Background: an optimization exercise with open tools, aiming at a short achievable clock period and few clock cycles per item. Do not read the settings as production practice. Function was checked by simulation only, so behaviour that the tests miss may differ from the original. The flow treats the clock pin as an ideal source, which a real chip does not have. No activity file was given, so power comes from the tool's default toggle rates.

<file path="flow/flow/run.sh">
#!/bin/bash
# The standard layout with: plain buffers (not delay cells) on the ports,
# sizing not limited to the same footprint, the offer/accept pins placed
# together, and an extra timing repair pass after clock tree synthesis.
set -euo pipefail
F=$(pwd)/flow
bash standard.sh MATCH_CELL_FOOTPRINT=0 \
  "BUFFER_PORTS_ARGS=-buffer_cell sky130_fd_sc_hd__buf_4" \
  PRE_IO_PLACEMENT_TCL=$F/io.tcl POST_CTS_TCL=$F/post_cts.tcl \
  finish > standard_flow.log 2>&1
</file>
<file path="flow/flow/io.tcl">
# keep the offer valid inputs next to the accept outputs, and put the clock
# pin in the middle of an edge, close to the centre of the clock tree
set_io_pin_constraint -group -order -pin_names {insn_valid_i[0] insn_accept_o[0] insn_valid_i[1] insn_accept_o[1]}
set die [[ord::get_db_block] getDieArea]
set dbu [[ord::get_db_tech] getDbUnitsPerMicron]
set ymid [expr { ([$die yMin] + [$die yMax]) / 2.0 / $dbu }]
set_io_pin_constraint -pin_names {clk} -region "left:[expr { $ymid - 10 }]-[expr { $ymid + 10 }]"
</file>
<file path="flow/flow/post_cts.tcl">
# a second, stronger timing repair after the standard one
log_cmd repair_design -slew_margin 70 -cap_margin 50
log_cmd repair_timing -setup -setup_margin $::env(SETUP_SLACK_MARGIN) -repair_tns 100 -verbose
set result [catch { detailed_placement } msg]
if { $result != 0 } {
  error "Detailed placement failed after the extra repair: $msg"
}
check_placement -verbose
</file>
<file path="flow/standard.sh">
#!/bin/bash
# synth_recipe.tcl (not shown) runs the flow's synth.tcl, then flattens the netlist and writes it again
# the make line also repeats each setting of config.mk as NAME=value (left out here)
make -C /OpenROAD-flow-scripts/flow DESIGN_CONFIG=/design/flow/config.mk WORK_HOME=/design/flow/orfs CLKGATE_MAP_FILE= SYNTH_SCRIPT=/design/flow/synth_recipe.tcl "${@:-finish}"
</file>
<file path="flow/config.mk">
export PLATFORM = sky130hd
export DESIGN_NAME = superscalar_core
export DESIGN_NICKNAME = superscalar_core
export VERILOG_FILES = /design/flow/design.v
export SDC_FILE = /design/flow/constraint.sdc
export NUM_CORES = 8
export LEC_CHECK = 0
export ABC_CLOCK_PERIOD_IN_PS = 2500
export CAP_MARGIN = 40
export CELL_PAD_IN_SITES_DETAIL_PLACEMENT = 1
export CELL_PAD_IN_SITES_GLOBAL_PLACEMENT = 2
export CORE_MARGIN = 2
export CORE_UTILIZATION = 40
export PLACE_DENSITY = 0.55
export SETUP_SLACK_MARGIN = 3.2
export SLEW_MARGIN = 60
export TNS_END_PERCENT = 10
</file>
<file path="flow/constraint.sdc">
create_clock -name core_clock -period 6.0 [get_ports {clk}]
set_input_delay 1.2000 -clock core_clock [delete_from_list [all_inputs] [get_ports {clk}]]
set_output_delay 1.2000 -clock core_clock [all_outputs]
set_load 0.01 [all_outputs]
</file>
<file path="flow/design.v">
`timescale 1ns/10ps
package cpu_pkg;
    localparam int XLEN = 32;
    localparam int REG_ADDR_W = 5;
    localparam int NUM_REGS = 32;
    localparam int W = 2;
    localparam int QD = 8;
    localparam logic [6:0] OPC_OP = 7'b0110011;
    localparam logic [6:0] OPC_OP_IMM = 7'b0010011;
    localparam int S_ADD = 0;    
    localparam int S_SLT = 1;
    localparam int S_SLL = 2;
    localparam int S_SRL = 3;
    localparam int S_XOR = 4;
    localparam int S_OR  = 5;
    localparam int S_AND = 6;
    localparam int NSEL = 7;
endpackage
`timescale 1ns/10ps
module issue_decode (
    input  logic        clk,
    input  logic        rst,
    input  logic [63:0] insn_i,
    input  logic [1:0]  insn_valid_i,
    output logic [1:0]  insn_accept_o,
    output logic [cpu_pkg::W*32-1:0] rf_sel_a_o,
    output logic [cpu_pkg::W*32-1:0] rf_sel_b_o,
    input  logic [cpu_pkg::W*32-1:0] rf_data_a_i,
    input  logic [cpu_pkg::W*32-1:0] rf_data_b_i,
    input  logic [cpu_pkg::W*32-1:0] r_data_i,
    output logic [cpu_pkg::W-1:0]    dx_v_o,
    output logic [cpu_pkg::W*5-1:0]  dx_rd_o,
    output logic [cpu_pkg::W*cpu_pkg::NSEL-1:0] dx_sel_o,
    output logic [cpu_pkg::W-1:0]    dx_sub_o,
    output logic                     dx_skip_o,    
    output logic [cpu_pkg::W*32-1:0] is_a_o,
    output logic [cpu_pkg::W*32-1:0] is_b_o,
    output logic [cpu_pkg::W*cpu_pkg::W-1:0] is_fa_o,
    output logic [cpu_pkg::W*cpu_pkg::W-1:0] is_fb_o,
    output logic [cpu_pkg::W*cpu_pkg::NSEL-1:0] is_sel_o,
    output logic [cpu_pkg::W-1:0]    is_sub_o
);
    localparam int W = cpu_pkg::W;      
    localparam int QD = cpu_pkg::QD;
    localparam int NSEL = cpu_pkg::NSEL;
    localparam int HP = 3;              
    logic [31:0]     f_w    [2];
    logic [1:0]      f_a;
    logic [1:0]      keep;
    logic [4:0]      p_rd   [2];
    logic [4:0]      p_rs1  [2];
    logic [1:0]      p_u1;
    logic [1:0]      p_u2;
    logic [11:0]     p_imm  [2];    
    logic [1:0]      p_useimm;
    logic [1:0]      p_zext;
    logic [NSEL-1:0] p_sel  [2];
    logic [1:0]      p_sub;
    always_comb begin
        for (int k = 0; k < 2; k++) begin
            logic [31:0] w;
            logic [6:0] opc;
            logic [2:0] f3;
            logic [6:0] f7;
            logic       legal;
            logic       isop;
            w = f_w[k];
            opc = w[6:0];
            f3 = w[14:12];
            f7 = w[31:25];
            isop = (opc == cpu_pkg::OPC_OP);
            legal = 1'b0;
            if (isop) begin
                if (f3 == 3'b000) legal = (f7 == 7'b0000000) || (f7 == 7'b0100000);
                else legal = (f3 != 3'b011) && (f7 == 7'b0000000);
            end else if (opc == cpu_pkg::OPC_OP_IMM) begin
                if (f3 == 3'b001 || f3 == 3'b101) legal = (f7 == 7'b0000000);
                else legal = (f3 != 3'b011);
            end
            p_rd[k] = w[11:7];
            p_rs1[k] = w[19:15];
            keep[k] = legal && (w[11:7] != 5'd0);
            p_u1[k] = (w[19:15] != 5'd0);
            p_u2[k] = isop && (w[24:20] != 5'd0);
            p_imm[k] = w[31:20];
            p_useimm[k] = !isop;
            p_zext[k] = (f3 == 3'b100) || (f3 == 3'b110) || (f3 == 3'b111);
            p_sel[k] = '0;
            p_sel[k][cpu_pkg::S_ADD] = (f3 == 3'b000);
            p_sel[k][cpu_pkg::S_SLT] = (f3 == 3'b010);
            p_sel[k][cpu_pkg::S_SLL] = (f3 == 3'b001);
            p_sel[k][cpu_pkg::S_SRL] = (f3 == 3'b101);
            p_sel[k][cpu_pkg::S_XOR] = (f3 == 3'b100);
            p_sel[k][cpu_pkg::S_OR]  = (f3 == 3'b110);
            p_sel[k][cpu_pkg::S_AND] = (f3 == 3'b111);
            p_sub[k] = (f3 == 3'b010) || (isop && f3 == 3'b000 && f7[5]);
        end
    end
    logic [QD-1:0]   q_v;
    logic [4:0]      q_rd     [QD];
    logic [4:0]      q_rs1    [QD];
    logic [QD-1:0]   q_u1;
    logic [QD-1:0]   q_u2;
    logic [11:0]     q_imm    [QD];
    logic [QD-1:0]   q_useimm;
    logic [QD-1:0]   q_zext;
    logic [NSEL-1:0] q_sel    [QD];
    logic [QD-1:0]   q_sub;
    logic            full2;       
    logic            pair;        
    logic            skip;        
    logic [W-1:0]    iss;
    logic [2:0]      ns;          
    logic [QD-1:0]   v_after;
    logic [QD-1:0]   v_next;
    logic [QD-1:0]   ff;          
    logic [1:0]      acc;
    logic [1:0]      kin;
    always_comb begin
        iss[0] = q_v[0];
        iss[1] = pair || skip;
        ns[0] = !q_v[0];
        ns[1] = q_v[0] && !iss[1];
        ns[2] = iss[1];
        for (int i = 0; i < QD; i++) begin
            v_after[i] = 1'b0;
            for (int s = 0; s <= 2; s++) begin
                if (i + s < QD) v_after[i] = v_after[i] | (ns[s] & q_v[i+s]);
            end
        end
        acc[0] = insn_valid_i[0];
        acc[1] = insn_valid_i[0] && insn_valid_i[1] && !full2;
        kin = f_a & keep;
        for (int i = 0; i < QD; i++) begin
            ff[i] = !v_after[i] && (i == 0 || v_after[(i == 0) ? 0 : i - 1]);
        end
        for (int i = 0; i < QD; i++) begin
            v_next[i] = v_after[i] || (ff[i] && (kin[0] || kin[1]))
                      || (i >= 1 && ff[(i == 0) ? 0 : i - 1] && kin[0] && kin[1]);
        end
    end
    assign insn_accept_o = acc;
    logic           rdy_next;
    always_comb begin
        case ({acc[1], acc[0]})
            2'b00: rdy_next = !v_next[QD-1];
            2'b01: rdy_next = !v_next[QD-2];
            default: rdy_next = !v_next[QD-3];
        endcase
    end
    always_ff @(posedge clk or posedge rst) begin
        if (rst) begin
            q_v <= '0;
            f_a <= '0;
            full2 <= 1'b0;
            pair <= 1'b0;
            skip <= 1'b0;
        end else begin
            q_v <= v_next;
            f_a <= acc;
            full2 <= !rdy_next;
            pair <= pair_next;
            skip <= skip_next;
        end
    end
    always_ff @(posedge clk) begin
        f_w[0] <= insn_i[31:0];
        f_w[1] <= insn_i[63:32];
    end
    logic [4:0]      nq_rd     [QD];
    logic [4:0]      nq_rs1    [QD];
    logic [QD-1:0]   nq_u1;
    logic [QD-1:0]   nq_u2;
    logic [11:0]     nq_imm    [QD];
    logic [QD-1:0]   nq_useimm;
    logic [QD-1:0]   nq_zext;
    logic [NSEL-1:0] nq_sel    [QD];
    logic [QD-1:0]   nq_sub;
    always_comb begin
        for (int i = 0; i < QD; i++) begin
            if (v_after[i]) begin
                logic [2:0] sh;
                sh = ns;
                if (i == 0 && skip) sh = 3'b010;
                nq_rd[i] = '0; nq_rs1[i] = '0; nq_u1[i] = 1'b0; nq_u2[i] = 1'b0;
                nq_useimm[i] = 1'b0; nq_zext[i] = 1'b0; nq_sub[i] = 1'b0; nq_imm[i] = '0;
                nq_sel[i] = '0;
                for (int s = 0; s <= 2; s++) begin
                    if (i + s < QD) begin
                        nq_rd[i] = nq_rd[i] | ({5{sh[s]}} & q_rd[i+s]);
                        nq_rs1[i] = nq_rs1[i] | ({5{sh[s]}} & q_rs1[i+s]);
                        nq_u1[i] = nq_u1[i] | (sh[s] & q_u1[i+s]);
                        nq_u2[i] = nq_u2[i] | (sh[s] & q_u2[i+s]);
                        nq_useimm[i] = nq_useimm[i] | (sh[s] & q_useimm[i+s]);
                        nq_zext[i] = nq_zext[i] | (sh[s] & q_zext[i+s]);
                        nq_sub[i] = nq_sub[i] | (sh[s] & q_sub[i+s]);
                        nq_imm[i] = nq_imm[i] | ({12{sh[s]}} & q_imm[i+s]);
                        nq_sel[i] = nq_sel[i] | ({NSEL{sh[s]}} & q_sel[i+s]);
                    end
                end
            end else begin
                int m;
                m = (ff[i] && kin[0]) ? 0 : 1;
                nq_rd[i] = p_rd[m];
                nq_rs1[i] = p_rs1[m];
                nq_u1[i] = p_u1[m];
                nq_u2[i] = p_u2[m];
                nq_imm[i] = p_imm[m];
                nq_useimm[i] = p_useimm[m];
                nq_zext[i] = p_zext[m];
                nq_sel[i] = p_sel[m];
                nq_sub[i] = p_sub[m];
            end
        end
    end
    always_ff @(posedge clk) begin
        for (int i = 0; i < QD; i++) begin
            q_rd[i] <= nq_rd[i];
            q_rs1[i] <= nq_rs1[i];
            q_u1[i] <= nq_u1[i];
            q_u2[i] <= nq_u2[i];
            q_useimm[i] <= nq_useimm[i];
            q_zext[i] <= nq_zext[i];
            q_sub[i] <= nq_sub[i];
            q_imm[i] <= nq_imm[i];
            q_sel[i] <= nq_sel[i];
        end
    end
    function automatic logic [W-1:0] youngest(input logic [W-1:0] hit);
        for (int j = 0; j < W; j++) begin
            youngest[j] = hit[j];
            for (int i = j + 1; i < W; i++) begin
                if (hit[i]) youngest[j] = 1'b0;
            end
        end
    endfunction
    function automatic logic reads(input logic u1, input logic [4:0] rs1, input logic u2,
                                   input logic [4:0] rs2, input logic [4:0] r);
        reads = (u1 && rs1 == r) || (u2 && rs2 == r);
    endfunction
    logic [31:0]  h_oh1  [HP];     
    logic [31:0]  h_oh2  [HP];     
    logic [W-1:0] h_byp1 [HP];     
    logic [W-1:0] h_byp2 [HP];
    logic [W-1:0] h_fwd1 [HP];     
    logic [W-1:0] h_fwd2 [HP];
    logic [4:0]   lane_rd [W];     
    always_comb begin
        lane_rd[0] = q_rd[0];
        lane_rd[1] = skip ? q_rd[2] : q_rd[1];
    end
    always_ff @(posedge clk) begin
        for (int k = 0; k < HP; k++) begin
            logic [W-1:0] b1, b2, f1, f2;
            for (int r = 0; r < 32; r++) begin
                h_oh1[k][r] <= (r != 0) && nq_rs1[k] == 5'(r);
                h_oh2[k][r] <= (r != 0) && nq_u2[k] && nq_imm[k][4:0] == 5'(r);
            end
            for (int j = 0; j < W; j++) begin
                b1[j] = dx_v_o[j] && nq_u1[k] && dx_rd_o[j*5 +: 5] == nq_rs1[k];
                b2[j] = dx_v_o[j] && nq_u2[k] && dx_rd_o[j*5 +: 5] == nq_imm[k][4:0];
                f1[j] = iss[j] && nq_u1[k] && lane_rd[j] == nq_rs1[k];
                f2[j] = iss[j] && nq_u2[k] && lane_rd[j] == nq_imm[k][4:0];
            end
            h_byp1[k] <= youngest(b1);
            h_byp2[k] <= youngest(b2);
            h_fwd1[k] <= youngest(f1);
            h_fwd2[k] <= youngest(f2);
        end
    end
    logic pair_next;
    logic skip_next;
    always_comb begin
        logic raw10, raw20, raw21, war21, waw21;
        raw10 = reads(nq_u1[1], nq_rs1[1], nq_u2[1], nq_imm[1][4:0], nq_rd[0]);
        raw20 = reads(nq_u1[2], nq_rs1[2], nq_u2[2], nq_imm[2][4:0], nq_rd[0]);
        raw21 = reads(nq_u1[2], nq_rs1[2], nq_u2[2], nq_imm[2][4:0], nq_rd[1]);
        war21 = reads(nq_u1[1], nq_rs1[1], nq_u2[1], nq_imm[1][4:0], nq_rd[2]);
        waw21 = (nq_rd[2] == nq_rd[1]);
        pair_next = v_next[1] && !raw10;
        skip_next = !pair_next && v_next[2] && !raw20 && !raw21 && !war21 && !waw21;
    end
    logic [31:0]     l_oh1  [W];
    logic [31:0]     l_oh2  [W];
    logic [W-1:0]    l_byp1 [W];
    logic [W-1:0]    l_byp2 [W];
    logic [W-1:0]    l_fwd1 [W];
    logic [W-1:0]    l_fwd2 [W];
    logic [4:0]      l_rd   [W];
    logic [11:0]     l_imm  [W];
    logic [W-1:0]    l_useimm;
    logic [W-1:0]    l_zext;
    logic [NSEL-1:0] l_sel  [W];
    logic [W-1:0]    l_sub;
    always_comb begin
        l_oh1[0] = h_oh1[0];
        l_oh2[0] = h_oh2[0];
        l_byp1[0] = h_byp1[0];
        l_byp2[0] = h_byp2[0];
        l_fwd1[0] = h_fwd1[0];
        l_fwd2[0] = h_fwd2[0];
        l_rd[0] = q_rd[0];
        l_imm[0] = q_imm[0];
        l_useimm[0] = q_useimm[0];
        l_zext[0] = q_zext[0];
        l_sel[0] = q_sel[0];
        l_sub[0] = q_sub[0];
        l_oh1[1] = skip ? h_oh1[2] : h_oh1[1];
        l_oh2[1] = skip ? h_oh2[2] : h_oh2[1];
        l_byp1[1] = skip ? h_byp1[2] : h_byp1[1];
        l_byp2[1] = skip ? h_byp2[2] : h_byp2[1];
        l_fwd1[1] = skip ? h_fwd1[2] : h_fwd1[1];
        l_fwd2[1] = skip ? h_fwd2[2] : h_fwd2[1];
        l_rd[1] = skip ? q_rd[2] : q_rd[1];
        l_imm[1] = skip ? q_imm[2] : q_imm[1];
        l_useimm[1] = skip ? q_useimm[2] : q_useimm[1];
        l_zext[1] = skip ? q_zext[2] : q_zext[1];
        l_sel[1] = skip ? q_sel[2] : q_sel[1];
        l_sub[1] = skip ? q_sub[2] : q_sub[1];
    end
    logic [31:0]  op_a   [W];
    logic [31:0]  op_b   [W];
    always_comb begin
        for (int k = 0; k < W; k++) begin
            rf_sel_a_o[k*32 +: 32] = l_oh1[k];
            rf_sel_b_o[k*32 +: 32] = l_oh2[k];
        end
    end
    always_comb begin
        for (int k = 0; k < W; k++) begin
            op_a[k] = {32{!(|l_byp1[k])}} & rf_data_a_i[k*32 +: 32];
            op_b[k] = {32{!(|l_byp2[k])}} & rf_data_b_i[k*32 +: 32];
            for (int j = 0; j < W; j++) begin
                op_a[k] = op_a[k] | ({32{l_byp1[k][j]}} & r_data_i[j*32 +: 32]);
                op_b[k] = op_b[k] | ({32{l_byp2[k][j]}} & r_data_i[j*32 +: 32]);
            end
            if (l_useimm[k]) begin
                op_b[k] = l_zext[k] ? {20'd0, l_imm[k]} : {{20{l_imm[k][11]}}, l_imm[k]};
            end
        end
    end
    always_ff @(posedge clk or posedge rst) begin
        if (rst) begin
            dx_v_o <= '0;
            dx_skip_o <= 1'b0;
        end else begin
            dx_v_o <= iss;
            dx_skip_o <= skip;
        end
    end
    always_ff @(posedge clk) begin
        for (int k = 0; k < W; k++) begin
            dx_rd_o[k*5 +: 5] <= l_rd[k];
            dx_sel_o[k*NSEL +: NSEL] <= l_sel[k];
            dx_sub_o[k] <= l_sub[k];
        end
    end
    always_comb begin
        for (int k = 0; k < W; k++) begin
            is_a_o[k*32 +: 32] = op_a[k];
            is_b_o[k*32 +: 32] = op_b[k] ^ {32{l_sub[k]}};
            is_fa_o[k*W +: W] = l_fwd1[k];
            is_fb_o[k*W +: W] = l_fwd2[k];
            is_sel_o[k*NSEL +: NSEL] = l_sel[k];
            is_sub_o[k] = l_sub[k];
        end
    end
endmodule
`timescale 1ns/10ps
module execute_lanes (
    input  logic        clk,
    input  logic        rst,
    input  logic [cpu_pkg::W-1:0]    dx_v_i,
    input  logic [cpu_pkg::W*5-1:0]  dx_rd_i,
    input  logic [cpu_pkg::W*cpu_pkg::NSEL-1:0] dx_sel_i,
    input  logic [cpu_pkg::W-1:0]    dx_sub_i,
    input  logic                     dx_skip_i,    
    input  logic [cpu_pkg::W*32-1:0] is_a_i,
    input  logic [cpu_pkg::W*32-1:0] is_b_i,
    input  logic [cpu_pkg::W*cpu_pkg::W-1:0] is_fa_i,
    input  logic [cpu_pkg::W*cpu_pkg::W-1:0] is_fb_i,
    input  logic [cpu_pkg::W*cpu_pkg::NSEL-1:0] is_sel_i,
    input  logic [cpu_pkg::W-1:0]    is_sub_i,
    output logic [cpu_pkg::W-1:0]    r_v_o,
    output logic [cpu_pkg::W*5-1:0]  r_rd_o,
    output logic [cpu_pkg::W*32-1:0] r_data_o,
    output logic [cpu_pkg::W*32-1:0] r_we_o,
    output logic [cpu_pkg::W-1:0]    wb_valid_o,
    output logic [cpu_pkg::W*5-1:0]  wb_rd_o,
    output logic [cpu_pkg::W*32-1:0] wb_data_o
);
    localparam int W = cpu_pkg::W;
    localparam int NSEL = cpu_pkg::NSEL;
    logic [31:0] x_a  [W];     
    logic [31:0] x_bx [W];
    logic [31:0] x_al [W];     
    logic [4:0]  x_bl [W];
    logic [31:0] x_ar [W];     
    logic [4:0]  x_br [W];
    logic [31:0] u_out [W][NSEL];
    logic [31:0] res   [W];
    always_comb begin
        for (int j = 0; j < W; j++) begin
            logic [32:0] sum;
            logic [NSEL-1:0] sel;
            logic sub, slt, b31;
            sel = dx_sel_i[j*NSEL +: NSEL];
            sub = dx_sub_i[j];
            sum = {x_a[j], 1'b1} + {x_bx[j], sub};
            b31 = x_bx[j][31] ^ sub;
            slt = (x_a[j][31] ^ b31) ? x_a[j][31] : sum[32];
            u_out[j][cpu_pkg::S_ADD] = {32{sel[cpu_pkg::S_ADD]}} & sum[32:1];
            u_out[j][cpu_pkg::S_SLT] = {31'd0, sel[cpu_pkg::S_SLT] & slt};
            u_out[j][cpu_pkg::S_SLL] = x_al[j] << x_bl[j];
            u_out[j][cpu_pkg::S_SRL] = x_ar[j] >> x_br[j];
            u_out[j][cpu_pkg::S_XOR] = {32{sel[cpu_pkg::S_XOR]}} & (x_a[j] ^ x_bx[j]);
            u_out[j][cpu_pkg::S_OR]  = {32{sel[cpu_pkg::S_OR]}}  & (x_a[j] | x_bx[j]);
            u_out[j][cpu_pkg::S_AND] = {32{sel[cpu_pkg::S_AND]}} & (x_a[j] & x_bx[j]);
            res[j] = '0;
            for (int u = 0; u < NSEL; u++) res[j] = res[j] | u_out[j][u];
        end
    end
    always_ff @(posedge clk) begin
        for (int k = 0; k < W; k++) begin
            logic [NSEL-1:0] op;
            logic sh_l, sh_r, ar, sub;
            logic [31:0] a, bx, al, ar_v;
            logic [4:0]  bl, br;
            op = is_sel_i[k*NSEL +: NSEL];
            sub = is_sub_i[k];
            sh_l = op[cpu_pkg::S_SLL];
            sh_r = op[cpu_pkg::S_SRL];
            ar = !sh_l && !sh_r;
            a = {32{ar && !(|is_fa_i[k*W +: W])}} & is_a_i[k*32 +: 32];
            bx = {32{ar && !(|is_fb_i[k*W +: W])}} & is_b_i[k*32 +: 32];
            al = {32{sh_l && !(|is_fa_i[k*W +: W])}} & is_a_i[k*32 +: 32];
            bl = {5{sh_l && !(|is_fb_i[k*W +: W])}} & is_b_i[k*32 +: 5];
            ar_v = {32{sh_r && !(|is_fa_i[k*W +: W])}} & is_a_i[k*32 +: 32];
            br = {5{sh_r && !(|is_fb_i[k*W +: W])}} & is_b_i[k*32 +: 5];
            for (int j = 0; j < W; j++) begin
                for (int u = 0; u < NSEL; u++) begin
                    logic fa, fb;
                    fa = is_fa_i[k*W + j];
                    fb = is_fb_i[k*W + j];
                    a = a | ({32{ar && fa}} & u_out[j][u]);
                    bx = bx | ({32{ar && fb && !sub}} & u_out[j][u])
                            | ({32{ar && fb && sub && dx_sel_i[j*NSEL + u]}} & ~u_out[j][u]);
                    al = al | ({32{sh_l && fa}} & u_out[j][u]);
                    bl = bl | ({5{sh_l && fb}} & u_out[j][u][4:0]);
                    ar_v = ar_v | ({32{sh_r && fa}} & u_out[j][u]);
                    br = br | ({5{sh_r && fb}} & u_out[j][u][4:0]);
                end
            end
            x_a[k] <= a;
            x_bx[k] <= bx;
            x_al[k] <= al;
            x_bl[k] <= bl;
            x_ar[k] <= ar_v;
            x_br[k] <= br;
        end
    end
    logic        h_v;
    logic        h_gap;
    logic [4:0]  h_rd;
    logic [31:0] h_data;
    logic        first_h;      
    logic [1:0]  o_v;
    logic [4:0]  o_rd   [2];
    logic [31:0] o_data [2];
    always_comb begin
        first_h = h_v && !h_gap;
        o_v[0] = h_v || dx_v_i[0];
        o_rd[0] = first_h ? h_rd : dx_rd_i[4:0];
        o_data[0] = first_h ? h_data : res[0];
        if (h_v) begin
            o_v[1] = h_gap || dx_v_i[0];
            o_rd[1] = first_h ? dx_rd_i[4:0] : h_rd;
            o_data[1] = first_h ? res[0] : h_data;
        end else begin
            o_v[1] = dx_v_i[1] && !dx_skip_i;
            o_rd[1] = dx_rd_i[9:5];
            o_data[1] = res[1];
        end
    end
    always_ff @(posedge clk or posedge rst) begin
        if (rst) begin
            r_v_o <= '0;
            r_we_o <= '0;
            wb_valid_o <= '0;
            h_v <= 1'b0;
            h_gap <= 1'b0;
        end else begin
            r_v_o <= dx_v_i;
            wb_valid_o <= o_v;
            h_v <= dx_v_i[1] && (dx_skip_i || h_v);
            h_gap <= dx_skip_i;
            for (int k = 0; k < W; k++) begin
                for (int r = 0; r < 32; r++) begin
                    logic later;
                    later = 1'b0;
                    for (int j = k + 1; j < W; j++) begin
                        later = later | (dx_v_i[j] && dx_rd_i[j*5 +: 5] == 5'(r));
                    end
                    r_we_o[k*32 + r] <= (r != 0) && dx_v_i[k] && dx_rd_i[k*5 +: 5] == 5'(r) && !later;
                end
            end
        end
    end
    always_ff @(posedge clk) begin
        h_rd <= dx_rd_i[9:5];
        h_data <= res[1];
        for (int k = 0; k < W; k++) begin
            r_rd_o[k*5 +: 5] <= dx_rd_i[k*5 +: 5];
            r_data_o[k*32 +: 32] <= res[k];
            wb_rd_o[k*5 +: 5] <= o_rd[k] & {5{o_v[k]}};
            wb_data_o[k*32 +: 32] <= o_data[k] & {32{o_v[k]}};
        end
    end
endmodule
`timescale 1ns/10ps
module writeback_regfile (
    input  logic        clk,
    input  logic        rst,
    input  logic [cpu_pkg::W*32-1:0] rf_sel_a_i,
    input  logic [cpu_pkg::W*32-1:0] rf_sel_b_i,
    output logic [cpu_pkg::W*32-1:0] rf_data_a_o,
    output logic [cpu_pkg::W*32-1:0] rf_data_b_o,
    input  logic [cpu_pkg::W-1:0]    r_v_i,
    input  logic [cpu_pkg::W*5-1:0]  r_rd_i,
    input  logic [cpu_pkg::W*32-1:0] r_data_i,
    input  logic [cpu_pkg::W*32-1:0] r_we_i
);
    localparam int W = cpu_pkg::W;
    logic [31:0] regs [32];
    always_ff @(posedge clk or posedge rst) begin
        if (rst) begin
            for (int r = 1; r < 32; r++) regs[r] <= '0;
        end else begin
            for (int r = 1; r < 32; r++) begin
                for (int k = 0; k < W; k++) begin
                    if (r_we_i[k*32 + r]) regs[r] <= r_data_i[k*32 +: 32];
                end
            end
        end
    end
    assign regs[0] = '0;
    always_comb begin
        for (int k = 0; k < W; k++) begin
            rf_data_a_o[k*32 +: 32] = '0;
            rf_data_b_o[k*32 +: 32] = '0;
            for (int r = 1; r < 32; r++) begin
                rf_data_a_o[k*32 +: 32] = rf_data_a_o[k*32 +: 32]
                    | ({32{rf_sel_a_i[k*32 + r]}} & regs[r]);
                rf_data_b_o[k*32 +: 32] = rf_data_b_o[k*32 +: 32]
                    | ({32{rf_sel_b_i[k*32 + r]}} & regs[r]);
            end
        end
    end
endmodule
`timescale 1ns/10ps
module superscalar_core (
    input  logic        clk,
    input  logic        rst,
    input  logic [63:0] insn_i,
    input  logic [1:0]  insn_valid_i,
    output logic [1:0]  insn_accept_o,
    output logic [1:0]  wb_valid_o,
    output logic [9:0]  wb_rd_o,
    output logic [63:0] wb_data_o
);
    localparam int W = cpu_pkg::W;
    localparam int NSEL = cpu_pkg::NSEL;
    logic [W*32-1:0] rf_sel_a;
    logic [W*32-1:0] rf_sel_b;
    logic [W*32-1:0] rf_data_a;
    logic [W*32-1:0] rf_data_b;
    logic [W-1:0]    dx_v;
    logic [W*5-1:0]  dx_rd;
    logic [W*NSEL-1:0] dx_sel;
    logic [W-1:0]    dx_sub;
    logic            dx_skip;
    logic [W*32-1:0] is_a;
    logic [W*32-1:0] is_b;
    logic [W*W-1:0]  is_fa;
    logic [W*W-1:0]  is_fb;
    logic [W*NSEL-1:0] is_sel;
    logic [W-1:0]    is_sub;
    logic [W-1:0]    r_v;
    logic [W*5-1:0]  r_rd;
    logic [W*32-1:0] r_data;
    logic [W*32-1:0] r_we;
    issue_decode issue_decode_i (
        .clk           (clk),
        .rst           (rst),
        .insn_i        (insn_i),
        .insn_valid_i  (insn_valid_i),
        .insn_accept_o (insn_accept_o),
        .rf_sel_a_o    (rf_sel_a),
        .rf_sel_b_o    (rf_sel_b),
        .rf_data_a_i   (rf_data_a),
        .rf_data_b_i   (rf_data_b),
        .r_data_i      (r_data),
        .dx_v_o        (dx_v),
        .dx_rd_o       (dx_rd),
        .dx_sel_o      (dx_sel),
        .dx_sub_o      (dx_sub),
        .dx_skip_o     (dx_skip),
        .is_a_o        (is_a),
        .is_b_o        (is_b),
        .is_fa_o       (is_fa),
        .is_fb_o       (is_fb),
        .is_sel_o      (is_sel),
        .is_sub_o      (is_sub)
    );
    execute_lanes execute_lanes_i (
        .clk      (clk),
        .rst      (rst),
        .dx_v_i   (dx_v),
        .dx_rd_i  (dx_rd),
        .dx_sel_i (dx_sel),
        .dx_sub_i (dx_sub),
        .dx_skip_i (dx_skip),
        .is_a_i   (is_a),
        .is_b_i   (is_b),
        .is_fa_i  (is_fa),
        .is_fb_i  (is_fb),
        .is_sel_i (is_sel),
        .is_sub_i (is_sub),
        .r_v_o    (r_v),
        .r_rd_o   (r_rd),
        .r_data_o (r_data),
        .r_we_o   (r_we),
        .wb_valid_o (wb_valid_o),
        .wb_rd_o  (wb_rd_o),
        .wb_data_o (wb_data_o)
    );
    writeback_regfile writeback_regfile_i (
        .clk         (clk),
        .rst         (rst),
        .rf_sel_a_i  (rf_sel_a),
        .rf_sel_b_i  (rf_sel_b),
        .rf_data_a_o (rf_data_a),
        .rf_data_b_o (rf_data_b),
        .r_v_i       (r_v),
        .r_rd_i      (r_rd),
        .r_data_i    (r_data),
        .r_we_i      (r_we)
    );
endmodule
</file>
==> results.txt, run 1 <==
# IOs = 146
top cell type by total area after synthesis = dfrtp_1
Avg Cell Area, Syn = 8.511 um^2
top post-synthesis cells by count = nand2_1 (1886), o21ai_0 (1506), clkbuf_1 (1426), mux2i_1 (1172), dfrtp_1 (1074)
synth warn = 46
status = did not finish
# rows = 210
pin count of the biggest net entering global routing = 113
syn_nets = 15570
top cells by area, synth = dfrtp_1 (21%), dfxtp_1 (15%), mux2i_1 (9.0%)
wire length of the first global-routing pass = 1793000 um
Post-synth ARST share = 0.5201
post-synthesis register bit count = 2065
EDFF count, synth = 0
CTS sink count = 2065
sequential-to-total area share from yosys stat = 0.3570
chip height = 576.0 um
I/O Buffers = 145
Log Error = [ERROR GRT-0116] Global routing finished with congestion. Check the congestion regions in the DRC Viewer.
most frequent cell after synthesis = nand2_1
Yosys top cell area share = 0.2054
Routability Congestion = 1.221
Initial Utilization = 0.4010
GRT Total Usage = 0.7804
number of global-route vias before repair = 190800
Die W = 576.0 um
netlist area before placement = 0.1309 mm^2
distinct cell type count after synthesis = 103
gr ovfl total = 190
DPL Wire Length = 767100 um
Mapped Cells = 15380
failing step = global routing (5_1_grt)
Synth Flop Type = dfrtp_1
## stage by stage
| stage | cell area [um^2] | cells | setup slack [ns] | hold slack [ns] | utilization |
|---|---|---|---|---|---|
| after detailed placement | 144600 | 19270 | 1.246 | 0.3474 | 0.4431 |
| after floorplan | 130900 | 15380 | -10.01 | 0.3290 | - |
| after global placement | 139500 | 19090 | 0.5788 | 0.3386 | 0.4275 |
## power by group through the flow
| stage | sequential (uW) | clock (uW) | combinational (uW) |
|---|---|---|---|
| floorplan | 14500 | 0 | 1760 |
| global placement | 14700 | 0 | 2980 |
| detailed placement | 14700 | 0 | 3100 |
## metal layers
metal / GRT usage / overflow
met1: 0.8160 / 4
met2: 0.8948 / 95
met3: 0.6759 / 7
met4: 0.7024 / 84
met5: 0.3696 / 0
## how the worst max path moves through the flow
stage                                  end  slack, ns                  startpoint
2_1_floorplan        execute_lanes_i.h_gap     -10.01                         rst
3_3_place_gp    execute_lanes_i.x_bx[1][3]       0.58         issue_decode_i.skip
3_5_place_dp   execute_lanes_i.x_al[0][22]       1.25  execute_lanes_i.x_bx[0][0]
## cell families after synthesis
family | share of synthesized area
flip-flops | 0.3570
AO/OA/AOI/OAI | 0.2955
multiplexers | 0.1176
buffers and inverters | 0.06033
adder cells (fa/ha/maj) | 0.01270
AND/OR/NAND/NOR | 0.1384
XOR/XNOR | 0.01848
Testbench counts, summed over its fixed seeds: cycles 6,954, items 12,800.
==> inputs of run 2 (changes only) <==
--- a/flow/design.v
+++ b/flow/design.v
@@ -6,3 +6,3 @@
     localparam int W = 2;
-    localparam int QD = 8;
+    localparam int QD = 12;
     localparam logic [6:0] OPC_OP = 7'b0110011;
@@ -34,3 +34,3 @@
     output logic [cpu_pkg::W-1:0]    dx_sub_o,
-    output logic                     dx_skip_o,    
+    output logic [cpu_pkg::W*4-1:0]  dx_tag_o,     
     output logic [cpu_pkg::W*32-1:0] is_a_o,
@@ -45,3 +45,3 @@
     localparam int NSEL = cpu_pkg::NSEL;
-    localparam int HP = 3;              
+    localparam int HP = 4;              
     logic [31:0]     f_w    [2];
@@ -108,5 +108,6 @@
     logic [QD-1:0]   q_sub;
+    logic [3:0]      q_tag    [QD];
+    logic [3:0]      tail_tag;    
     logic            full2;       
-    logic            pair;        
-    logic            skip;        
+    logic [3:1]      pick;
     logic [W-1:0]    iss;
@@ -120,3 +121,3 @@
         iss[0] = q_v[0];
-        iss[1] = pair || skip;
+        iss[1] = |pick;
         ns[0] = !q_v[0];
@@ -155,4 +156,4 @@
             full2 <= 1'b0;
-            pair <= 1'b0;
-            skip <= 1'b0;
+            pick <= '0;
+            tail_tag <= '0;
         end else begin
@@ -161,4 +162,4 @@
             full2 <= !rdy_next;
-            pair <= pair_next;
-            skip <= skip_next;
+            pick <= pick_next;
+            tail_tag <= tail_tag + 4'(kin[0]) + 4'(kin[1]);
         end
@@ -178,2 +179,3 @@
     logic [QD-1:0]   nq_sub;
+    logic [3:0]      nq_tag    [QD];
     always_comb begin
@@ -183,6 +185,6 @@
                 sh = ns;
-                if (i == 0 && skip) sh = 3'b010;
+                if ((i == 0 && (pick[2] || pick[3])) || (i == 1 && pick[3])) sh = 3'b010;
                 nq_rd[i] = '0; nq_rs1[i] = '0; nq_u1[i] = 1'b0; nq_u2[i] = 1'b0;
                 nq_useimm[i] = 1'b0; nq_zext[i] = 1'b0; nq_sub[i] = 1'b0; nq_imm[i] = '0;
-                nq_sel[i] = '0;
+                nq_sel[i] = '0; nq_tag[i] = '0;
                 for (int s = 0; s <= 2; s++) begin
@@ -198,2 +200,3 @@
                         nq_sel[i] = nq_sel[i] | ({NSEL{sh[s]}} & q_sel[i+s]);
+                        nq_tag[i] = nq_tag[i] | ({4{sh[s]}} & q_tag[i+s]);
                     end
@@ -212,2 +215,3 @@
                 nq_sub[i] = p_sub[m];
+                nq_tag[i] = (m == 0 || !kin[0]) ? tail_tag : tail_tag + 4'd1;
             end
@@ -226,2 +230,3 @@
             q_sel[i] <= nq_sel[i];
+            q_tag[i] <= nq_tag[i];
         end
@@ -249,3 +254,3 @@
         lane_rd[0] = q_rd[0];
-        lane_rd[1] = skip ? q_rd[2] : q_rd[1];
+        lane_rd[1] = ({5{pick[1]}} & q_rd[1]) | ({5{pick[2]}} & q_rd[2]) | ({5{pick[3]}} & q_rd[3]);
     end
@@ -270,13 +275,18 @@
     end
-    logic pair_next;
-    logic skip_next;
+    logic [3:1] pick_next;
     always_comb begin
-        logic raw10, raw20, raw21, war21, waw21;
-        raw10 = reads(nq_u1[1], nq_rs1[1], nq_u2[1], nq_imm[1][4:0], nq_rd[0]);
-        raw20 = reads(nq_u1[2], nq_rs1[2], nq_u2[2], nq_imm[2][4:0], nq_rd[0]);
-        raw21 = reads(nq_u1[2], nq_rs1[2], nq_u2[2], nq_imm[2][4:0], nq_rd[1]);
-        war21 = reads(nq_u1[1], nq_rs1[1], nq_u2[1], nq_imm[1][4:0], nq_rd[2]);
-        waw21 = (nq_rd[2] == nq_rd[1]);
-        pair_next = v_next[1] && !raw10;
-        skip_next = !pair_next && v_next[2] && !raw20 && !raw21 && !war21 && !waw21;
+        logic [3:1] ok;
+        for (int c = 1; c < HP; c++) begin
+            ok[c] = v_next[c];
+            for (int i = 0; i < c; i++) begin
+                if (reads(nq_u1[c], nq_rs1[c], nq_u2[c], nq_imm[c][4:0], nq_rd[i])) ok[c] = 1'b0;
+                if (i >= 1) begin
+                    if (reads(nq_u1[i], nq_rs1[i], nq_u2[i], nq_imm[i][4:0], nq_rd[c])) ok[c] = 1'b0;
+                    if (nq_rd[c] == nq_rd[i]) ok[c] = 1'b0;
+                end
+            end
+        end
+        pick_next[1] = ok[1];
+        pick_next[2] = !ok[1] && ok[2];
+        pick_next[3] = !ok[1] && !ok[2] && ok[3];
     end
@@ -294,2 +304,3 @@
     logic [W-1:0]    l_sub;
+    logic [3:0]      l_tag  [W];
     always_comb begin
@@ -307,14 +318,21 @@
         l_sub[0] = q_sub[0];
-        l_oh1[1] = skip ? h_oh1[2] : h_oh1[1];
-        l_oh2[1] = skip ? h_oh2[2] : h_oh2[1];
-        l_byp1[1] = skip ? h_byp1[2] : h_byp1[1];
-        l_byp2[1] = skip ? h_byp2[2] : h_byp2[1];
-        l_fwd1[1] = skip ? h_fwd1[2] : h_fwd1[1];
-        l_fwd2[1] = skip ? h_fwd2[2] : h_fwd2[1];
-        l_rd[1] = skip ? q_rd[2] : q_rd[1];
-        l_imm[1] = skip ? q_imm[2] : q_imm[1];
-        l_useimm[1] = skip ? q_useimm[2] : q_useimm[1];
-        l_zext[1] = skip ? q_zext[2] : q_zext[1];
-        l_sel[1] = skip ? q_sel[2] : q_sel[1];
-        l_sub[1] = skip ? q_sub[2] : q_sub[1];
+        l_tag[0] = q_tag[0];
+        l_oh1[1] = '0; l_oh2[1] = '0; l_byp1[1] = '0; l_byp2[1] = '0;
+        l_fwd1[1] = '0; l_fwd2[1] = '0; l_rd[1] = '0; l_imm[1] = '0;
+        l_useimm[1] = 1'b0; l_zext[1] = 1'b0; l_sel[1] = '0; l_sub[1] = 1'b0; l_tag[1] = '0;
+        for (int c = 1; c < HP; c++) begin
+            l_oh1[1] = l_oh1[1] | ({32{pick[c]}} & h_oh1[c]);
+            l_oh2[1] = l_oh2[1] | ({32{pick[c]}} & h_oh2[c]);
+            l_byp1[1] = l_byp1[1] | ({W{pick[c]}} & h_byp1[c]);
+            l_byp2[1] = l_byp2[1] | ({W{pick[c]}} & h_byp2[c]);
+            l_fwd1[1] = l_fwd1[1] | ({W{pick[c]}} & h_fwd1[c]);
+            l_fwd2[1] = l_fwd2[1] | ({W{pick[c]}} & h_fwd2[c]);
+            l_rd[1] = l_rd[1] | ({5{pick[c]}} & q_rd[c]);
+            l_imm[1] = l_imm[1] | ({12{pick[c]}} & q_imm[c]);
+            l_useimm[1] = l_useimm[1] | (pick[c] & q_useimm[c]);
+            l_zext[1] = l_zext[1] | (pick[c] & q_zext[c]);
+            l_sel[1] = l_sel[1] | ({NSEL{pick[c]}} & q_sel[c]);
+            l_sub[1] = l_sub[1] | (pick[c] & q_sub[c]);
+            l_tag[1] = l_tag[1] | ({4{pick[c]}} & q_tag[c]);
+        end
     end
@@ -344,6 +362,4 @@
             dx_v_o <= '0;
-            dx_skip_o <= 1'b0;
         end else begin
             dx_v_o <= iss;
-            dx_skip_o <= skip;
         end
@@ -355,2 +371,3 @@
             dx_sub_o[k] <= l_sub[k];
+            dx_tag_o[k*4 +: 4] <= l_tag[k];
         end
@@ -376,3 +393,3 @@
     input  logic [cpu_pkg::W-1:0]    dx_sub_i,
-    input  logic                     dx_skip_i,    
+    input  logic [cpu_pkg::W*4-1:0]  dx_tag_i,     
     input  logic [cpu_pkg::W*32-1:0] is_a_i,
@@ -395,8 +412,5 @@
     logic [31:0] x_bx [W];
-    logic [31:0] x_al [W];     
-    logic [4:0]  x_bl [W];
-    logic [31:0] x_ar [W];     
-    logic [4:0]  x_br [W];
-    logic [31:0] u_out [W][NSEL];
-    logic [31:0] res   [W];
+    logic [31:0] x_as [W];     
+    logic [4:0]  x_bs [W];
+    logic [31:0] res  [W];
     always_comb begin
@@ -411,11 +425,9 @@
             slt = (x_a[j][31] ^ b31) ? x_a[j][31] : sum[32];
-            u_out[j][cpu_pkg::S_ADD] = {32{sel[cpu_pkg::S_ADD]}} & sum[32:1];
-            u_out[j][cpu_pkg::S_SLT] = {31'd0, sel[cpu_pkg::S_SLT] & slt};
-            u_out[j][cpu_pkg::S_SLL] = x_al[j] << x_bl[j];
-            u_out[j][cpu_pkg::S_SRL] = x_ar[j] >> x_br[j];
-            u_out[j][cpu_pkg::S_XOR] = {32{sel[cpu_pkg::S_XOR]}} & (x_a[j] ^ x_bx[j]);
-            u_out[j][cpu_pkg::S_OR]  = {32{sel[cpu_pkg::S_OR]}}  & (x_a[j] | x_bx[j]);
-            u_out[j][cpu_pkg::S_AND] = {32{sel[cpu_pkg::S_AND]}} & (x_a[j] & x_bx[j]);
-            res[j] = '0;
-            for (int u = 0; u < NSEL; u++) res[j] = res[j] | u_out[j][u];
+            res[j] = ({32{sel[cpu_pkg::S_ADD]}} & sum[32:1])
+                   | ({32{sel[cpu_pkg::S_SLT]}} & {31'd0, slt})
+                   | ({32{sel[cpu_pkg::S_SLL]}} & (x_as[j] << x_bs[j]))
+                   | ({32{sel[cpu_pkg::S_SRL]}} & (x_as[j] >> x_bs[j]))
+                   | ({32{sel[cpu_pkg::S_XOR]}} & (x_a[j] ^ x_bx[j]))
+                   | ({32{sel[cpu_pkg::S_OR]}}  & (x_a[j] | x_bx[j]))
+                   | ({32{sel[cpu_pkg::S_AND]}} & (x_a[j] & x_bx[j]));
         end
@@ -425,29 +437,23 @@
             logic [NSEL-1:0] op;
-            logic sh_l, sh_r, ar, sub;
-            logic [31:0] a, bx, al, ar_v;
-            logic [4:0]  bl, br;
+            logic sh, ar, sub, own_a, own_b;
+            logic [31:0] a, bx, as;
+            logic [4:0]  bs;
             op = is_sel_i[k*NSEL +: NSEL];
             sub = is_sub_i[k];
-            sh_l = op[cpu_pkg::S_SLL];
-            sh_r = op[cpu_pkg::S_SRL];
-            ar = !sh_l && !sh_r;
-            a = {32{ar && !(|is_fa_i[k*W +: W])}} & is_a_i[k*32 +: 32];
-            bx = {32{ar && !(|is_fb_i[k*W +: W])}} & is_b_i[k*32 +: 32];
-            al = {32{sh_l && !(|is_fa_i[k*W +: W])}} & is_a_i[k*32 +: 32];
-            bl = {5{sh_l && !(|is_fb_i[k*W +: W])}} & is_b_i[k*32 +: 5];
-            ar_v = {32{sh_r && !(|is_fa_i[k*W +: W])}} & is_a_i[k*32 +: 32];
-            br = {5{sh_r && !(|is_fb_i[k*W +: W])}} & is_b_i[k*32 +: 5];
+            sh = op[cpu_pkg::S_SLL] || op[cpu_pkg::S_SRL];
+            ar = !sh;
+            own_a = !(|is_fa_i[k*W +: W]);
+            own_b = !(|is_fb_i[k*W +: W]);
+            a = {32{ar && own_a}} & is_a_i[k*32 +: 32];
+            bx = {32{ar && own_b}} & is_b_i[k*32 +: 32];
+            as = {32{sh && own_a}} & is_a_i[k*32 +: 32];
+            bs = {5{sh && own_b}} & is_b_i[k*32 +: 5];
             for (int j = 0; j < W; j++) begin
-                for (int u = 0; u < NSEL; u++) begin
-                    logic fa, fb;
-                    fa = is_fa_i[k*W + j];
-                    fb = is_fb_i[k*W + j];
-                    a = a | ({32{ar && fa}} & u_out[j][u]);
-                    bx = bx | ({32{ar && fb && !sub}} & u_out[j][u])
-                            | ({32{ar && fb && sub && dx_sel_i[j*NSEL + u]}} & ~u_out[j][u]);
-                    al = al | ({32{sh_l && fa}} & u_out[j][u]);
-                    bl = bl | ({5{sh_l && fb}} & u_out[j][u][4:0]);
-                    ar_v = ar_v | ({32{sh_r && fa}} & u_out[j][u]);
-                    br = br | ({5{sh_r && fb}} & u_out[j][u][4:0]);
-                end
+                logic fa, fb;
+                fa = is_fa_i[k*W + j];
+                fb = is_fb_i[k*W + j];
+                a = a | ({32{ar && fa}} & res[j]);
+                bx = bx | ({32{ar && fb && !sub}} & res[j]) | ({32{ar && fb && sub}} & ~res[j]);
+                as = as | ({32{sh && fa}} & res[j]);
+                bs = bs | ({5{sh && fb}} & res[j][4:0]);
             end
@@ -455,13 +461,10 @@
             x_bx[k] <= bx;
-            x_al[k] <= al;
-            x_bl[k] <= bl;
-            x_ar[k] <= ar_v;
-            x_br[k] <= br;
+            x_as[k] <= as;
+            x_bs[k] <= bs;
         end
     end
-    logic        h_v;
-    logic        h_gap;
-    logic [4:0]  h_rd;
-    logic [31:0] h_data;
-    logic        first_h;      
+    logic [15:0] rob_v;
+    logic [4:0]  rob_rd   [16];
+    logic [31:0] rob_data [16];
+    logic [3:0]  head;
     logic [1:0]  o_v;
@@ -470,15 +473,10 @@
     always_comb begin
-        first_h = h_v && !h_gap;
-        o_v[0] = h_v || dx_v_i[0];
-        o_rd[0] = first_h ? h_rd : dx_rd_i[4:0];
-        o_data[0] = first_h ? h_data : res[0];
-        if (h_v) begin
-            o_v[1] = h_gap || dx_v_i[0];
-            o_rd[1] = first_h ? dx_rd_i[4:0] : h_rd;
-            o_data[1] = first_h ? res[0] : h_data;
-        end else begin
-            o_v[1] = dx_v_i[1] && !dx_skip_i;
-            o_rd[1] = dx_rd_i[9:5];
-            o_data[1] = res[1];
-        end
+        logic [3:0] h1;
+        h1 = head + 4'd1;
+        o_v[0] = rob_v[head];
+        o_v[1] = rob_v[head] && rob_v[h1];
+        o_rd[0] = rob_rd[head];
+        o_rd[1] = rob_rd[h1];
+        o_data[0] = rob_data[head];
+        o_data[1] = rob_data[h1];
     end
@@ -489,4 +487,4 @@
             wb_valid_o <= '0;
-            h_v <= 1'b0;
-            h_gap <= 1'b0;
+            rob_v <= '0;
+            head <= '0;
         end else begin
@@ -494,4 +492,13 @@
             wb_valid_o <= o_v;
-            h_v <= dx_v_i[1] && (dx_skip_i || h_v);
-            h_gap <= dx_skip_i;
+            head <= head + 4'(o_v[0]) + 4'(o_v[1]);
+            for (int t = 0; t < 16; t++) begin
+                logic set, clr;
+                set = 1'b0;
+                for (int k = 0; k < W; k++) begin
+                    if (dx_v_i[k] && dx_tag_i[k*4 +: 4] == 4'(t)) set = 1'b1;
+                end
+                clr = (o_v[0] && head == 4'(t)) || (o_v[1] && head + 4'd1 == 4'(t));
+                if (set) rob_v[t] <= 1'b1;
+                else if (clr) rob_v[t] <= 1'b0;
+            end
             for (int k = 0; k < W; k++) begin
@@ -509,4 +516,10 @@
     always_ff @(posedge clk) begin
-        h_rd <= dx_rd_i[9:5];
-        h_data <= res[1];
+        for (int t = 0; t < 16; t++) begin
+            for (int k = 0; k < W; k++) begin
+                if (dx_v_i[k] && dx_tag_i[k*4 +: 4] == 4'(t)) begin
+                    rob_rd[t] <= dx_rd_i[k*5 +: 5];
+                    rob_data[t] <= res[k];
+                end
+            end
+        end
         for (int k = 0; k < W; k++) begin
@@ -580,3 +593,3 @@
     logic [W-1:0]    dx_sub;
-    logic            dx_skip;
+    logic [W*4-1:0]  dx_tag;
     logic [W*32-1:0] is_a;
@@ -606,3 +619,3 @@
         .dx_sub_o      (dx_sub),
-        .dx_skip_o     (dx_skip),
+        .dx_tag_o      (dx_tag),
         .is_a_o        (is_a),
@@ -621,3 +634,3 @@
         .dx_sub_i (dx_sub),
-        .dx_skip_i (dx_skip),
+        .dx_tag_i (dx_tag),
         .is_a_i   (is_a),
--- a/flow/flow/post_cts.tcl
+++ b/flow/flow/post_cts.tcl
@@ -1,3 +1,2 @@
 # a second, stronger timing repair after the standard one
-log_cmd repair_design -slew_margin 70 -cap_margin 50
 log_cmd repair_timing -setup -setup_margin $::env(SETUP_SLACK_MARGIN) -repair_tns 100 -verbose
--- a/flow/config.mk
+++ b/flow/config.mk
@@ -12,4 +12,4 @@
 export CORE_MARGIN = 2
-export CORE_UTILIZATION = 40
-export PLACE_DENSITY = 0.55
+export CORE_UTILIZATION = 35
+export PLACE_DENSITY = 0.45
 export SETUP_SLACK_MARGIN = 3.2
==> run 2 against run 1 <==
Now clean on timing, DRC and antenna. Synthesized cell count rose by 26%. Area after synthesis rose by 29%.
==> results.txt, run 2 <==
crit-path most repeated cell = buf_6
fmax = 257.9 MHz
Synth Flop Type = dfxtp_1 (was dfrtp_1)
largest registers = writeback_regfile_i.regs: 992 flops, execute_lanes_i.rob_data: 512 flops, issue_decode_i.q_imm: 144 flops
clock skew = 0.1094 ns
peak fanout along the critical path = 5
# DRC = 0
worst hold slack = 0.2735 ns
max cap viols = 0
pin count of the biggest net entering global routing = 90
Reg power frac = 0.396
first drt pass iteration count = 17
FF-to-FF Start = issue_decode_i.pick[3]
start-to-end type of the worst setup path = reg -> reg
DR vias = 205000
wire per inst = 50.05 um
# IOs = 146 (unchanged)
wire length of the first global-routing pass = 1796000 um
CTS tree = yes
status = timing/DRC/antenna clean (was did not finish)
pre-CTS setup slack = 1.310 ns (was 1.246 ns)
number of global-route vias before repair = 191400
worst path cell trace = buf_12 -> buf_6 -> buf_6 -> nor4b_4 -> buf_4 -> buf_6 -> buf_6 -> a221oi_4 -> clkbuf_16 -> buf_4 -> nand4_4 -> buf_4 -> o21ai_4 -> buf_6 -> xor2_1 -> nand4_1 -> and3_4 -> and4b_1 -> and3_1
clock period minus worst slack = 3.878 ns
antenna violations before repair = 127
Lkg Pwr = 0.08667 uW
max FFs per register = 992
GRT Total Usage = 0.5354
nets = 20740
worst IR drop on VDD = 0.3805 mV
critical path's slowest cell = dfrtp_4
Comb pwr share = 0.164
Area Overhead vs Synth = 38.21%
startpoint types = flop
top cell type by total area after synthesis = dfrtp_1 (unchanged)
RSZ-0062 raised after global routing = true
worst rel slew slack = 0.5079
Avg Cell Area, Syn = 8.733 um^2 (was 8.511 um^2)
most frequent cell after synthesis = nand2_1 (unchanged)
Switch Pwr = 15940 uW
drt via density = 7.486
EDFF count, synth = 592 (was 0)
CP max stage delay = 0.48 ns
Setup WS post-layout = 2.122 ns
# rows = 255 (was 210)
Routability Congestion = 1.074 (was 1.221)
CTS sink count = 2866 (was 2065)
setup TNS = 0 ns
commonest non-fill, non-tap cell in the layout = nand2_1
share of layout cells above drive strength 1 = 0.2948
Critical Path Start = issue_decode_i.pick[3]
sequential-to-total area share from yosys stat = 0.4066 (was 0.3570)
Hold Path Origin = insn_i[18]
Slew @ Worst Pin = 0.7382 ns
fin crit share = 0.6463
max-slew violations = 0
gr ovfl total = 0
Die ar. = 0.4890 mm^2
Yosys top cell area share = 0.1627 (was 0.2054)
Mapped Cells = 19380 (was 15380)
DPL Wire Length = 866200 um (was 767100 um)
top cells by area, synth = dfrtp_1 (16%), dfxtp_1 (14%), edfxtp_1 (11%) (was dfrtp_1 (21%), dfxtp_1 (15%), mux2i_1 (9.0%))
Final Core Density = 0.4854
Switching Fraction = 0.3070
clock share of power = 0.440
Final ANT Viol Nets = 0
I/O Buffers = 145 (unchanged)
Power, Total = 51930 uW
distinct cell type count after synthesis = 114 (was 103)
Die W = 699.3 um (was 576.0 um)
Worst-path clk slew = 0.06 ns
Hold Crit Class = in -> reg
syn_nets = 19580 (was 15570)
chip height = 699.3 um (was 576.0 um)
1st-iter DRT viols = 37650
Finish-stage setup viols = 0
Final Hold Violating Endpoints = 0
Reg2Reg Setup Slack = 2.12 ns
top post-synthesis cells by count = nand2_1 (2955), clkbuf_1 (1735), mux2i_1 (1460), o21ai_0 (1400), nor2_1 (1250) (was nand2_1 (1886), o21ai_0 (1506), clkbuf_1 (1426), mux2i_1 (1172), dfrtp_1 (1074))
internal power = 35990 uW
Cell Pwr Density = 222.1 mW/mm^2
Routed WL = 1371000 um
worst skew pair latency = 1.10 ns
CP required = 6.93 ns
most frequent cells in the layout = nand2_1 (2630), mux2i_1 (1413), buf_4 (1310)
crit path DAT = 4.81 ns
netlist area before placement = 0.1692 mm^2 (was 0.1309 mm^2)
Initial Utilization = 0.3512 (was 0.4010)
Crit. End Element = flop
Core ar. = 0.4818 mm^2
largest register by flop count = writeback_regfile_i.regs
post-synthesis register bit count = 2866 (was 2065)
Post-synth ARST share = 0.3838 (was 0.5201)
synth warn = 48 (was 46)
[run 2: cell count changes after synthesis, moves of 132 or more]
| cell | before | now |
|---|---|---|
| nand2_1 | 1886 | 2955 |
| edfxtp_1 | 0 | 592 |
| a22oi_1 | 429 | 996 |
| nor2_1 | 778 | 1250 |
| a21oi_1 | 428 | 806 |
| clkbuf_1 | 1426 | 1735 |
| mux2i_1 | 1172 | 1460 |
| dfxtp_1 | 991 | 1174 |
| nand3_1 | 299 | 449 |
| nand4_1 | 314 | 446 |
[run 2: area by class of cell]
class	instances	area [um^2]
clock buffers	501	10230
well taps	6425	8039
multi-input cells	14080	105900
inverters	307	1356
flip-flops and latches	2866	69490
diodes	144	360.3
clock inverters	140	1635
repair inverters	3	38.79
repair buffers	2922	36770
fillers	52140	247900
[run 2: logic make-up (layout without fill, tap and decap cells)]
kind of cell | count (synthesis) | in the layout | share of synthesized area
AOI/OAI and AO/OA | 6150 | 6151 | 0.2573
buffers and inverters | 2464 | 3873 | 0.05567
DFF | 2866 | 2866 | 0.4066
xor gates and xnor gates | 385 | 385 | 0.01993
other | 0 | 144 | 0
muxes | 1583 | 1583 | 0.1014
adders and majority gates | 141 | 141 | 0.01059
and+or+nand+nor | 5786 | 5823 | 0.1484
[run 2: power groups by stage]
| stage | sequential (uW) | clock (uW) | combinational, uW |
|---|---|---|---|
| after floorplan | 20800 | 0 | 3520 |
| after global placement | 21000 | 0 | 6550 |
| after detailed placement | 21000 | 0 | 6780 |
| after global routing | 20600 | 23500 | 8620 |
| final | 20600 | 22800 | 8520 |
[run 2: path summary, 6_finish.rpt]
check	to	cells after the start
setup / recovery	issue_decode_i.pick[3]	19
hold / removal	issue_decode_i.f_w[0][18]	1
min in group asynchronous	writeback_regfile_i.regs[11][13]	3
setup reg to reg	issue_decode_i.pick[3]	19
max in group asynchronous	issue_decode_i.q_v[0]	6
hold reg to reg	issue_decode_i.dx_sel_o[5]	0
[run 2: layer usage]
layer  wire (um)  vias to the layer above  global-route usage
met4      111600                      133              0.3220
met2      512700                    19620              0.7016
met5        5395                        -             0.08176
li1            -                    75030                   -
met1      521200                   104500              0.6772
met3      220100                     5745              0.2825
[run 2: per-stage QoR]
stage / cells / instance area (um^2)
6_report: 27390 / 233900
2_1_floorplan: 19380 / 169200
3_3_place_gp: 24710 / 179700
5_1_grt: 27290 / 233600
3_5_place_dp: 25040 / 187400
[run 2: critical path: cells and delay by family (launching register included)]
| family | cells | cell delay [ns] |
|---|---|---|
| AOI/OAI and AO/OA | 2 | 0.66 |
| buffers and inverters | 10 | 1.48 |
| DFF | 1 | 0.48 |
| xor gates and xnor gates | 1 | 0.15 |
| and+or+nand+nor | 6 | 1.02 |
Testbench counts of run 2, summed over its fixed seeds: cycles 6,664, items 12,800.

==> re-timing with driven ports <==
How much do the figures lean on ideal ports? The routed layout below was timed once more, with nothing changed but the port constraints.
Step 1, drivers: a clkbuf_16 drives clk and a buf_2 each remaining input, both assumed.
Step 2, shift: input delay + t, output delay - t, t = (earliest + latest rising clock arrival at the registers) / 2. This alone moves slack from input paths to output paths.
a / b / c = ideal ports / drivers / drivers and shift; a / b = the first two.
run: run 2
t, ns: 1.132
setup WS [ns]: 2.122 / 2.122 / 2.122
worst slew at a driven data input, ns: 0.07
cell pins on the clock port's net: 1
After both steps run 2 still meets setup and hold. The setup slack of run 2 moves by 0.000 ns with the drivers and by 0.000 ns with both steps.
